This design comes from an exercise in tuning for a short achievable clock period and few clock cycles on the open sky130 flow, not from production work.
In this exercise RTL edits were held to simulation tests only and were not proved equivalent to the original.
Power and IR drop assume default switching activity.

**design/flow/design.v**
```verilog
package pcpu_pkg;
	typedef logic [16-1:0] word_t;
	typedef logic [8-1:0] addr_t;
	typedef logic [3-1:0] reg_idx_t;
	typedef enum logic [5-1:0]
	{
		OP_NOP = 5'b00000,
		OP_HALT = 5'b00001,
		OP_LOAD = 5'b00010,
		OP_STORE = 5'b00011,
		OP_ADD = 5'b01000,
		OP_ADDI = 5'b01001,
		OP_SUB = 5'b01010,
		OP_AND = 5'b01101,
		OP_OR = 5'b01110,
		OP_XOR = 5'b01111,
		OP_LDIH = 5'b10000,
		OP_JUMP = 5'b11000,
		OP_BZ = 5'b11010,
		OP_BNZ = 5'b11011
	} opcode_t;
	typedef enum logic
	{
		RUN_IDLE = 1'b0,
		RUN_EXEC = 1'b1
	} run_state_t;
	localparam logic [16-1:0] NOP_IR = {OP_NOP, {(16-5){1'b0}}};
endpackage
import pcpu_pkg::*;
module pcpu_fetch
(
	input logic clock,
	input logic reset,
	input logic i_enable,
	input logic i_start,
	input pcpu_pkg::word_t i_idata,
	input logic i_stall,
	input logic i_take_branch,
	input pcpu_pkg::addr_t i_target,
	input logic i_halted,
	output logic o_running,
	output pcpu_pkg::addr_t o_iaddr,
	output pcpu_pkg::word_t o_id_ir
);
	function automatic [5-1:0] op_of(input [16-1:0] ir);
		op_of = ir[16-1 -: 5];
	endfunction
	function automatic [3-1:0] r1_of(input [16-1:0] ir);
		r1_of = ir[10:8];  
	endfunction
	function automatic [3-1:0] r2_of(input [16-1:0] ir);
		r2_of = ir[6:4];
	endfunction
	function automatic [3-1:0] r3_of(input [16-1:0] ir);
		r3_of = ir[2:0];
	endfunction
	function automatic logic writes_r1(input [16-1:0] ir);
		case (op_of(ir))
			OP_LOAD, OP_LDIH, OP_ADDI, OP_ADD, OP_SUB, OP_AND, OP_OR, OP_XOR:
				writes_r1 = 1'b1;
			default:
				writes_r1 = 1'b0;
		endcase
	endfunction
	pcpu_pkg::run_state_t state;
	pcpu_pkg::run_state_t state_next;
	pcpu_pkg::addr_t pc;
	assign o_running = (state == RUN_EXEC);
	assign o_iaddr = pc;
	always_comb
	begin
		state_next = state;
		case (state)
			RUN_IDLE:
				if (i_enable && i_start)
					state_next = RUN_EXEC;
			RUN_EXEC:
				if (!i_enable || i_halted)  
					state_next = RUN_IDLE;
		endcase
	end
	always_ff @(posedge clock or posedge reset)
	begin
		if (reset)
			state <= RUN_IDLE;
		else
			state <= state_next;
	end
	always_ff @(posedge clock or posedge reset)
	begin
		if (reset)
		begin
			pc <= '0;
			o_id_ir <= NOP_IR;
		end
		else if (o_running)
		begin
			if (i_take_branch)
			begin
				pc <= i_target;
				o_id_ir <= NOP_IR;  
			end
			else if (op_of(o_id_ir) == OP_JUMP)
			begin
				pc <= o_id_ir[7:0];
				o_id_ir <= NOP_IR;
			end
			else if ((op_of(o_id_ir) != OP_HALT) && !i_stall)
			begin
				pc <= pc + 1'b1;
				o_id_ir <= i_idata;
			end
		end
	end
endmodule
import pcpu_pkg::*;
module pcpu_decode
(
	input logic clock,
	input logic reset,
	input logic i_running,
	input pcpu_pkg::word_t i_id_ir,
	input logic i_take_branch,
	input pcpu_pkg::word_t i_ex_result,
	input pcpu_pkg::word_t i_mem_ir,
	input pcpu_pkg::word_t i_mem_result,
	input pcpu_pkg::word_t i_ddata,
	input pcpu_pkg::word_t i_wb_ir,
	input pcpu_pkg::word_t i_wb_result,
	input pcpu_pkg::word_t i_rf_a,
	input pcpu_pkg::word_t i_rf_b,
	input pcpu_pkg::word_t i_rf_s,
	output pcpu_pkg::reg_idx_t o_rd_a,
	output pcpu_pkg::reg_idx_t o_rd_b,
	output pcpu_pkg::reg_idx_t o_rd_s,
	output logic o_stall,
	output pcpu_pkg::word_t o_ex_ir,
	output pcpu_pkg::word_t o_opa,
	output pcpu_pkg::word_t o_opb,
	output pcpu_pkg::word_t o_smdr
);
	function automatic [5-1:0] op_of(input [16-1:0] ir);
		op_of = ir[16-1 -: 5];
	endfunction
	function automatic [3-1:0] r1_of(input [16-1:0] ir);
		r1_of = ir[10:8];  
	endfunction
	function automatic [3-1:0] r2_of(input [16-1:0] ir);
		r2_of = ir[6:4];
	endfunction
	function automatic [3-1:0] r3_of(input [16-1:0] ir);
		r3_of = ir[2:0];
	endfunction
	function automatic logic writes_r1(input [16-1:0] ir);
		case (op_of(ir))
			OP_LOAD, OP_LDIH, OP_ADDI, OP_ADD, OP_SUB, OP_AND, OP_OR, OP_XOR:
				writes_r1 = 1'b1;
			default:
				writes_r1 = 1'b0;
		endcase
	endfunction
	logic [5-1:0] op;
	logic use_a;
	logic use_b;
	logic use_s;
	logic a_is_r1;
	logic load_use;
	pcpu_pkg::word_t imm;
	pcpu_pkg::word_t mem_val;
	pcpu_pkg::word_t fwd_a;
	pcpu_pkg::word_t fwd_b;
	pcpu_pkg::word_t fwd_s;
	function automatic pcpu_pkg::word_t forward(input pcpu_pkg::reg_idx_t r, input pcpu_pkg::word_t rf_val);
		if (writes_r1(o_ex_ir) && (op_of(o_ex_ir) != OP_LOAD) && (r1_of(o_ex_ir) == r))
			forward = i_ex_result;
		else if (writes_r1(i_mem_ir) && (r1_of(i_mem_ir) == r))
			forward = mem_val;
		else if (writes_r1(i_wb_ir) && (r1_of(i_wb_ir) == r))
			forward = i_wb_result;
		else
			forward = rf_val;
	endfunction
	assign op = op_of(i_id_ir);
	assign mem_val = (op_of(i_mem_ir) == OP_LOAD) ? i_ddata : i_mem_result;
	always_comb
	begin
		use_a = 1'b0;
		use_b = 1'b0;
		use_s = 1'b0;
		a_is_r1 = 1'b0;
		imm = '0;
		case (op)
			OP_ADD, OP_SUB, OP_AND, OP_OR, OP_XOR:
			begin
				use_a = 1'b1;
				use_b = 1'b1;
			end
			OP_LOAD, OP_STORE:
			begin
				use_a = 1'b1;
				use_s = (op == OP_STORE);
				imm = {12'd0, i_id_ir[3:0]};  
			end
			OP_ADDI, OP_BZ, OP_BNZ:
			begin
				use_a = 1'b1;
				a_is_r1 = 1'b1;
				imm = {8'd0, i_id_ir[7:0]};
			end
			OP_LDIH:
			begin
				use_a = 1'b1;
				a_is_r1 = 1'b1;
				imm = {i_id_ir[7:0], 8'd0};
			end
			default:
				imm = '0;
		endcase
	end
	assign o_rd_a = a_is_r1 ? r1_of(i_id_ir) : r2_of(i_id_ir);
	assign o_rd_b = r3_of(i_id_ir);
	assign o_rd_s = r1_of(i_id_ir);
	always_comb
	begin
		fwd_a = forward(o_rd_a, i_rf_a);
		fwd_b = forward(o_rd_b, i_rf_b);
		fwd_s = forward(o_rd_s, i_rf_s);
	end
	assign load_use = (op_of(o_ex_ir) == OP_LOAD)
		&& ((use_a && (r1_of(o_ex_ir) == o_rd_a))
		|| (use_b && (r1_of(o_ex_ir) == o_rd_b))
		|| (use_s && (r1_of(o_ex_ir) == o_rd_s)));
	assign o_stall = load_use;
	always_ff @(posedge clock or posedge reset)
	begin
		if (reset)
			o_ex_ir <= NOP_IR;
		else if (i_running)
		begin
			if (i_take_branch || load_use)
				o_ex_ir <= NOP_IR;
			else
				o_ex_ir <= i_id_ir;
		end
	end
	always_ff @(posedge clock)
	begin
		if (i_running)
		begin
			o_opa <= fwd_a;
			o_opb <= use_b ? fwd_b : imm;
			o_smdr <= fwd_s;
		end
	end
endmodule
import pcpu_pkg::*;
module pcpu_execute
(
	input logic clock,
	input logic reset,
	input logic i_running,
	input pcpu_pkg::word_t i_ex_ir,
	input pcpu_pkg::word_t i_opa,
	input pcpu_pkg::word_t i_opb,
	input pcpu_pkg::word_t i_smdr,
	output pcpu_pkg::word_t o_result,
	output logic o_take_branch,
	output pcpu_pkg::addr_t o_target,
	output pcpu_pkg::word_t o_mem_ir,
	output pcpu_pkg::word_t o_mem_result,
	output pcpu_pkg::addr_t o_daddr,
	output pcpu_pkg::word_t o_ddata,
	output logic o_dwe
);
	function automatic [5-1:0] op_of(input [16-1:0] ir);
		op_of = ir[16-1 -: 5];
	endfunction
	function automatic [3-1:0] r1_of(input [16-1:0] ir);
		r1_of = ir[10:8];  
	endfunction
	function automatic [3-1:0] r2_of(input [16-1:0] ir);
		r2_of = ir[6:4];
	endfunction
	function automatic [3-1:0] r3_of(input [16-1:0] ir);
		r3_of = ir[2:0];
	endfunction
	function automatic logic writes_r1(input [16-1:0] ir);
		case (op_of(ir))
			OP_LOAD, OP_LDIH, OP_ADDI, OP_ADD, OP_SUB, OP_AND, OP_OR, OP_XOR:
				writes_r1 = 1'b1;
			default:
				writes_r1 = 1'b0;
		endcase
	endfunction
	logic [5-1:0] op;
	logic sets_flags;
	logic zf;
	logic nf;
	logic dw;
	assign op = op_of(i_ex_ir);
	always_comb
	begin
		case (op)
			OP_SUB:
				o_result = i_opa - i_opb;
			OP_AND:
				o_result = i_opa & i_opb;
			OP_OR:
				o_result = i_opa | i_opb;
			OP_XOR:
				o_result = i_opa ^ i_opb;
			default:
				o_result = i_opa + i_opb;  
		endcase
	end
	always_comb
	begin
		case (op)
			OP_ADD, OP_SUB, OP_AND, OP_OR, OP_XOR, OP_ADDI, OP_LDIH:
				sets_flags = 1'b1;
			default:
				sets_flags = 1'b0;
		endcase
	end
	assign o_take_branch = ((op == OP_BZ) && zf) || ((op == OP_BNZ) && !zf);
	assign o_target = o_result[8-1:0];
	always_ff @(posedge clock or posedge reset)
	begin
		if (reset)
		begin
			zf <= 1'b0;
			nf <= 1'b0;
			o_mem_ir <= NOP_IR;
			dw <= 1'b0;
		end
		else if (i_running)
		begin
			if (sets_flags)
			begin
				zf <= (o_result == '0);
				nf <= o_result[16-1];
			end
			o_mem_ir <= i_ex_ir;
			dw <= (op == OP_STORE);
		end
	end
	always_ff @(posedge clock)
	begin
		if (i_running)
		begin
			o_mem_result <= o_result;
			o_ddata <= i_smdr;
		end
	end
	assign o_daddr = o_mem_result[8-1:0];
	assign o_dwe = dw && i_running;  
endmodule
import pcpu_pkg::*;
module pcpu_retire
(
	input logic clock,
	input logic reset,
	input logic i_running,
	input pcpu_pkg::word_t i_mem_ir,
	input pcpu_pkg::word_t i_mem_result,
	input pcpu_pkg::word_t i_ddata,
	input pcpu_pkg::reg_idx_t i_rd_a,
	input pcpu_pkg::reg_idx_t i_rd_b,
	input pcpu_pkg::reg_idx_t i_rd_s,
	output pcpu_pkg::word_t o_wb_ir,
	output pcpu_pkg::word_t o_wb_result,
	output pcpu_pkg::word_t o_rf_a,
	output pcpu_pkg::word_t o_rf_b,
	output pcpu_pkg::word_t o_rf_s,
	output logic o_halted
);
	function automatic [5-1:0] op_of(input [16-1:0] ir);
		op_of = ir[16-1 -: 5];
	endfunction
	function automatic [3-1:0] r1_of(input [16-1:0] ir);
		r1_of = ir[10:8];  
	endfunction
	function automatic [3-1:0] r2_of(input [16-1:0] ir);
		r2_of = ir[6:4];
	endfunction
	function automatic [3-1:0] r3_of(input [16-1:0] ir);
		r3_of = ir[2:0];
	endfunction
	function automatic logic writes_r1(input [16-1:0] ir);
		case (op_of(ir))
			OP_LOAD, OP_LDIH, OP_ADDI, OP_ADD, OP_SUB, OP_AND, OP_OR, OP_XOR:
				writes_r1 = 1'b1;
			default:
				writes_r1 = 1'b0;
		endcase
	endfunction
	pcpu_pkg::word_t regs [8];
	always_ff @(posedge clock or posedge reset)
	begin
		if (reset)
		begin
			o_wb_ir <= NOP_IR;
			for (int i = 0; i < 8; i++)
				regs[i] <= '0;
		end
		else if (i_running)
		begin
			o_wb_ir <= i_mem_ir;
			if (writes_r1(o_wb_ir))
				regs[r1_of(o_wb_ir)] <= o_wb_result;
		end
	end
	always_ff @(posedge clock)
	begin
		if (i_running)
			o_wb_result <= (op_of(i_mem_ir) == OP_LOAD) ? i_ddata : i_mem_result;
	end
	assign o_rf_a = regs[i_rd_a];
	assign o_rf_b = regs[i_rd_b];
	assign o_rf_s = regs[i_rd_s];  
	assign o_halted = (op_of(o_wb_ir) == OP_HALT);
endmodule
import pcpu_pkg::*;
module pcpu_top
(
	input logic clock,
	input logic reset,
	input logic i_enable,
	input logic i_start,
	input pcpu_pkg::word_t i_idata,
	input pcpu_pkg::word_t i_ddata,
	output pcpu_pkg::addr_t o_iaddr,
	output pcpu_pkg::addr_t o_daddr,
	output pcpu_pkg::word_t o_ddata,
	output logic o_dwe
);
	logic running;
	logic stall;
	logic take_branch;
	logic halted;
	pcpu_pkg::addr_t target;
	pcpu_pkg::reg_idx_t rd_a;
	pcpu_pkg::reg_idx_t rd_b;
	pcpu_pkg::reg_idx_t rd_s;
	pcpu_pkg::word_t id_ir;
	pcpu_pkg::word_t ex_ir;
	pcpu_pkg::word_t opa;
	pcpu_pkg::word_t opb;
	pcpu_pkg::word_t smdr;
	pcpu_pkg::word_t ex_result;
	pcpu_pkg::word_t mem_ir;
	pcpu_pkg::word_t mem_result;
	pcpu_pkg::word_t wb_ir;
	pcpu_pkg::word_t wb_result;
	pcpu_pkg::word_t rf_a;
	pcpu_pkg::word_t rf_b;
	pcpu_pkg::word_t rf_s;
	pcpu_fetch fetch_i
	(
		.clock(clock),
		.reset(reset),
		.i_enable(i_enable),
		.i_start(i_start),
		.i_idata(i_idata),
		.i_stall(stall),
		.i_take_branch(take_branch),
		.i_target(target),
		.i_halted(halted),
		.o_running(running),
		.o_iaddr(o_iaddr),
		.o_id_ir(id_ir)
	);
	pcpu_decode decode_i
	(
		.clock(clock),
		.reset(reset),
		.i_running(running),
		.i_id_ir(id_ir),
		.i_take_branch(take_branch),
		.i_ex_result(ex_result),
		.i_mem_ir(mem_ir),
		.i_mem_result(mem_result),
		.i_ddata(i_ddata),
		.i_wb_ir(wb_ir),
		.i_wb_result(wb_result),
		.i_rf_a(rf_a),
		.i_rf_b(rf_b),
		.i_rf_s(rf_s),
		.o_rd_a(rd_a),
		.o_rd_b(rd_b),
		.o_rd_s(rd_s),
		.o_stall(stall),
		.o_ex_ir(ex_ir),
		.o_opa(opa),
		.o_opb(opb),
		.o_smdr(smdr)
	);
	pcpu_execute execute_i
	(
		.clock(clock),
		.reset(reset),
		.i_running(running),
		.i_ex_ir(ex_ir),
		.i_opa(opa),
		.i_opb(opb),
		.i_smdr(smdr),
		.o_result(ex_result),
		.o_take_branch(take_branch),
		.o_target(target),
		.o_mem_ir(mem_ir),
		.o_mem_result(mem_result),
		.o_daddr(o_daddr),
		.o_ddata(o_ddata),
		.o_dwe(o_dwe)
	);
	pcpu_retire retire_i
	(
		.clock(clock),
		.reset(reset),
		.i_running(running),
		.i_mem_ir(mem_ir),
		.i_mem_result(mem_result),
		.i_ddata(i_ddata),
		.i_rd_a(rd_a),
		.i_rd_b(rd_b),
		.i_rd_s(rd_s),
		.o_wb_ir(wb_ir),
		.o_wb_result(wb_result),
		.o_rf_a(rf_a),
		.o_rf_b(rf_b),
		.o_rf_s(rf_s),
		.o_halted(halted)
	);
endmodule
```
**design/flow/run.sh**
```bash
#!/bin/bash
# synth_recipe.tcl (not shown) runs the flow's synth.tcl, then flattens the netlist and writes it again
# the make line also repeats each setting of config.mk as NAME=value (left out here)
make -C /OpenROAD-flow-scripts/flow DESIGN_CONFIG=/design/flow/config.mk WORK_HOME=/design/flow/orfs CLKGATE_MAP_FILE= SYNTH_SCRIPT=/design/flow/synth_recipe.tcl finish
```
**design/flow/config.mk**
```make
export PLATFORM = sky130hd
export DESIGN_NAME = pcpu_top
export DESIGN_NICKNAME = pcpu_top
export VERILOG_FILES = /design/flow/design.v
export SDC_FILE = /design/flow/constraint.sdc
export NUM_CORES = 4
export LEC_CHECK = 0
export CAP_MARGIN = 20
export CORE_MARGIN = 2
export CORE_UTILIZATION = 40
export SLEW_MARGIN = 20
```
**design/flow/constraint.sdc**
```tcl
create_clock -name core_clock -period 5.5 [get_ports {clock}]
set_input_delay 1.1000 -clock core_clock [delete_from_list [all_inputs] [get_ports {clock}]]
set_output_delay 1.1000 -clock core_clock [all_outputs]
set_load 0.01 [all_outputs]
```
==> run notes <==
## final timing paths
path | startpoint | to | slack (ps)
worst min-delay path | decode_i.o_smdr[9]$_DFFE_PP_ | execute_i.o_ddata[9]$_DFFE_PP_ | 420
worst max register to register | decode_i.o_ex_ir[13]$_DFFE_PP0P_ | decode_i.o_opb[15]$_DFFE_PP_ | 730
worst min register to register | decode_i.o_smdr[9]$_DFFE_PP_ | execute_i.o_ddata[9]$_DFFE_PP_ | 420
min in group asynchronous | reset | execute_i.o_mem_ir[9]$_DFFE_PP0P_ | 820
max in group asynchronous | reset | retire_i.regs[3][4]$_DFFE_PP0P_ | 3400
worst max-delay path | decode_i.o_ex_ir[13]$_DFFE_PP0P_ | decode_i.o_opb[15]$_DFFE_PP_ | 730
## worst max-delay path: cells and delay by family (launching register included)
| kind | cells | cell delay (ps) |
|---|---|---|
| xor gates and xnor gates | 2 | 290 |
| AOI/OAI and AO/OA | 8 | 2010 |
| muxes | 1 | 140 |
| DFF | 1 | 460 |
| and+or+nand+nor | 3 | 1250 |
| adders and majority gates | 1 | 370 |
## power groups by stage
stage | Sequential [mW] | Clock (mW) | Combinational [mW]
CTS | 4.35 | 2.30 | 7.83
floorplan | 3.74 | 0 | 5.48
global route | 4.50 | 2.38 | 8.53
global placement | 4.36 | 0 | 7.72
finish | 4.39 | 2.27 | 7.97
detailed placement | 4.38 | 0 | 7.78
## final cells by class
cell class	count	area [um2]
clock inverters	13	165
multi-input cells	1310	9870
inverters	84	319
clock buffers	45	961
well taps	592	741
fillers	4138	24000
flip-flops and latches	275	7370
repair buffers	114	1030
## per-stage QoR
stage	cell area (um2)	util [%]	total power, mW
global placement	19300	43.5	12.1
detailed placement	19300	43.5	12.2
floorplan	18100	-	9.22
finish	20400	46.0	14.6
CTS	20400	46.0	14.5
global route	20400	46.0	15.4
## sequential cells by signal, indices dropped and copies added, names as in the netlist
register / count
retire_i.regs: 128
decode_i.o_opa: 16
decode_i.o_opb: 16
decode_i.o_smdr: 16
execute_i.o_ddata: 16
execute_i.o_mem_result: 16
fetch_i.o_id_ir: 16
retire_i.o_wb_result: 16
decode_i.o_ex_ir: 8
execute_i.o_mem_ir: 8
fetch_i.pc: 8
retire_i.o_wb_ir: 8
execute_i.dw: 1
execute_i.zf: 1
fetch_i.state: 1
## synth_stat cells (6+ instances only)
master | count | area [um2]
dfrtp_1 | 179 | 4480
mux2_2 | 164 | 1850
nand2_1 | 163 | 612
o21ai_0 | 126 | 631
mux2i_1 | 106 | 1060
clkbuf_1 | 104 | 390
edfxtp_1 | 96 | 2880
nor2_1 | 93 | 349
inv_1 | 80 | 300
a21oi_1 | 77 | 385
ha_1 | 49 | 613
nand3_1 | 36 | 180
o22ai_1 | 36 | 225
a22oi_1 | 32 | 240
a211oi_1 | 30 | 225
a22o_1 | 30 | 263
xnor2_1 | 30 | 263
nor3_1 | 24 | 120
nor2b_1 | 21 | 131
buf_2 | 19 | 95.1
a221oi_1 | 18 | 158
and3_1 | 17 | 106
mux4_2 | 17 | 383
a31oi_1 | 15 | 93.8
o221ai_1 | 15 | 131
xor2_1 | 15 | 131
nand2b_1 | 14 | 87.6
buf_1 | 13 | 48.8
a21o_1 | 12 | 90.1
o211ai_1 | 12 | 90.1
o2bb2ai_1 | 12 | 105
buf_4 | 10 | 75.1
and2_1 | 9 | 56.3
a211o_1 | 7 | 61.3
a311oi_1 | 7 | 61.3
nor4_1 | 7 | 43.8
o21a_1 | 7 | 52.6
or4_1 | 7 | 52.6
a221o_1 | 6 | 60.1
nor4b_1 | 6 | 52.6
or3_1 | 6 | 37.5
## per-layer routing
| layer | part of all wire [%] | wire (um) | vias up | track usage (%) |
|---|---|---|---|---|
| met2 | 46 | 27900 | 647 | 41.4 |
| met3 | 6.7 | 4080 | 163 | 4.08 |
| met5 | 0 | 0 | - | 0 |
| met4 | 4.6 | 2810 | 0 | 11.3 |
| li1 | - | - | 6761 | - |
| met1 | 43 | 26400 | 7512 | 34.5 |
## logic make-up after synthesis
logic type                 after synthesis  synth area share, %
muxes                                  289                 18.4
xor gates and xnor gates                45                 2.18
buffers and inverters                  232                 5.23
adders and majority gates               50                 3.50
and+or+nand+nor                        436                 11.7
DFF                                    275                 40.7
AOI/OAI and AO/OA                      490                 18.4
==> impl_metrics.env <==
export IMPL_outcome="complete, no violations"
export IMPL_synth_area_per_cell_um2=9.96
export IMPL_crit_fanout=9
export IMPL_cts_resized=0
export IMPL_ys_warn_count=5
export IMPL_ir_drop_mv=0.286
export IMPL_period_share_pct=86.8
export IMPL_final_common_cell="dfrtp_1"
export IMPL_synthCells=1817
export IMPL_seq_power_share_pct=30.0
export IMPL_clkTransAtPathRegs_ps=60
export IMPL_initial_core_util_pct=40.7
export IMPL_port_buffers=68
export IMPL_clkSinkCount=275
export IMPL_grt_antenna_before_repair=0
export IMPL_vias=15083
export IMPL_rows=77
export IMPL_ys_async_sr_fraction_pct=65.1
export IMPL_rsz0062_at_grt="no"
export IMPL_slew_viol_final=0
export IMPL_synthesis_nets=1903
export IMPL_track_usage_pct=25.8
export IMPL_clock_path_buffers=3
export IMPL_grt_pass1_vias=14513
export IMPL_initialDrtViolationCount=1703
export IMPL_min_path_type="reg -> reg"
export IMPL_internal_power_mw=7.71
export IMPL_whs_ps=417
export IMPL_dp_cells=2375
export IMPL_cap_violations=0
export IMPL_pin_count=69
export IMPL_syn_area_um2=18100
export IMPL_hold_violations=0
export IMPL_clk_latency_ps=590
export IMPL_clockPowerShare_pct=15.5
export IMPL_clock_skew_ps=10.5
export IMPL_drt_pass1_iter_count=6
export IMPL_fin_setup_tns_ps=0
export IMPL_vias_per_cell=6.20
export IMPL_min_path_cells=0
export IMPL_share_comb_of_total_power_pct=54.5
export IMPL_cts_max_level=1
export IMPL_clock_root_buffer="clkbuf_16"
export IMPL_grt_remaining_overflow=0
export IMPL_wl_per_cell_um=25.1
export IMPL_worst_r2r_path_depth=15
export IMPL_cp_cell_sequence="nand2b_1 > nor3_1 > a31oi_1 > a21oi_1 > o21ai_0 > xnor2_1 > ha_1 > and3_1 > a221o_1 > a21o_1 > a31oi_1 > xnor2_1 > a22oi_1 > mux2i_1 > a22o_1"
export IMPL_core_area_um2=44400
export IMPL_hold_buffers=0
export IMPL_die_w_um=217
export IMPL_ys_seq_elements=275
export IMPL_crit_slowest_cell="nor3_1"
export IMPL_synthToLayoutAreaGrowth_pct=13.0
export IMPL_fin_ws_ps=728
export IMPL_synth_cell_types=82
export IMPL_totalWireLength_um=61200
export IMPL_cellLeakagePower_nw=8.35
export IMPL_powerDensity_nw_per_um2=715
export IMPL_place_gp_congestion=0.938
export IMPL_drive_gt1_share_pct=17.1
export IMPL_grt_max_degree=78
export IMPL_layoutNonFillerInstCount=2433
export IMPL_worstMarginPinSlew_ps=1160
export IMPL_max_freq_mhz=210
export IMPL_cts_tree="yes"
export IMPL_grt_pass1_wl_um=93000
export IMPL_critPathKind="reg -> reg"
export IMPL_synth_ff_type="dfrtp_1"
export IMPL_drc=0
export IMPL_fin_nets=1902
export IMPL_die_area_um2=47000
export IMPL_swShare_pct=47.3
export IMPL_critPathMaxStageDelay_ps=770
export IMPL_startpoint_type="flop"
export IMPL_ant_nets=0
export IMPL_fin_crit_ps=4770
export IMPL_ys_seq_area_share_pct=40.7
export IMPL_dp_hpwl_um=43100
export IMPL_required_ps=5840
export IMPL_power_switching_mw=6.92
export IMPL_layout_common_cells="dfrtp_1 (174), mux2_2 (164), nand2_1 (163)"
export IMPL_post_place_ws_ps=870
export IMPL_setup_viol=0
export IMPL_synth_edff_count=96
export IMPL_cp_end_kind="flop"
export IMPL_cts_buffers=31
export IMPL_cp_arrival_ps=5110
export IMPL_antenna_cells=0
export IMPL_slew_headroom_pct=22.4
export IMPL_post_cts_buffers=0
export IMPL_die_h_um=217
Testbench counts, summed over its fixed seeds: cycles 49,779.

-- re-timing with driven ports --
The results above use ideal ports. As a check the final layout listed here was re-extracted and re-timed, cells and wires unchanged. Step 1 assumes that a clkbuf_16 drives the clock port and a buf_2 every other input. Step 2, shift: input delay + t, output delay - t, t = (earliest + latest rising clock arrival at the registers) / 2. This alone moves slack from input paths to output paths. Three values: ideal, step 1, step 2; two values: the first two.
t, ns: 0.642
slack for setup (ns): 0.728 / 0.728 / 0.728
worst setup path after step 2: register to register
clock arrival spread, ns: 0.014 / 0.014
worst slew at a driven data input, ns: 0.05
After both steps setup and hold are still met in this run. For this run, drivers alone change the setup slack by 0.000 ns; drivers and shift together by 0.000 ns.
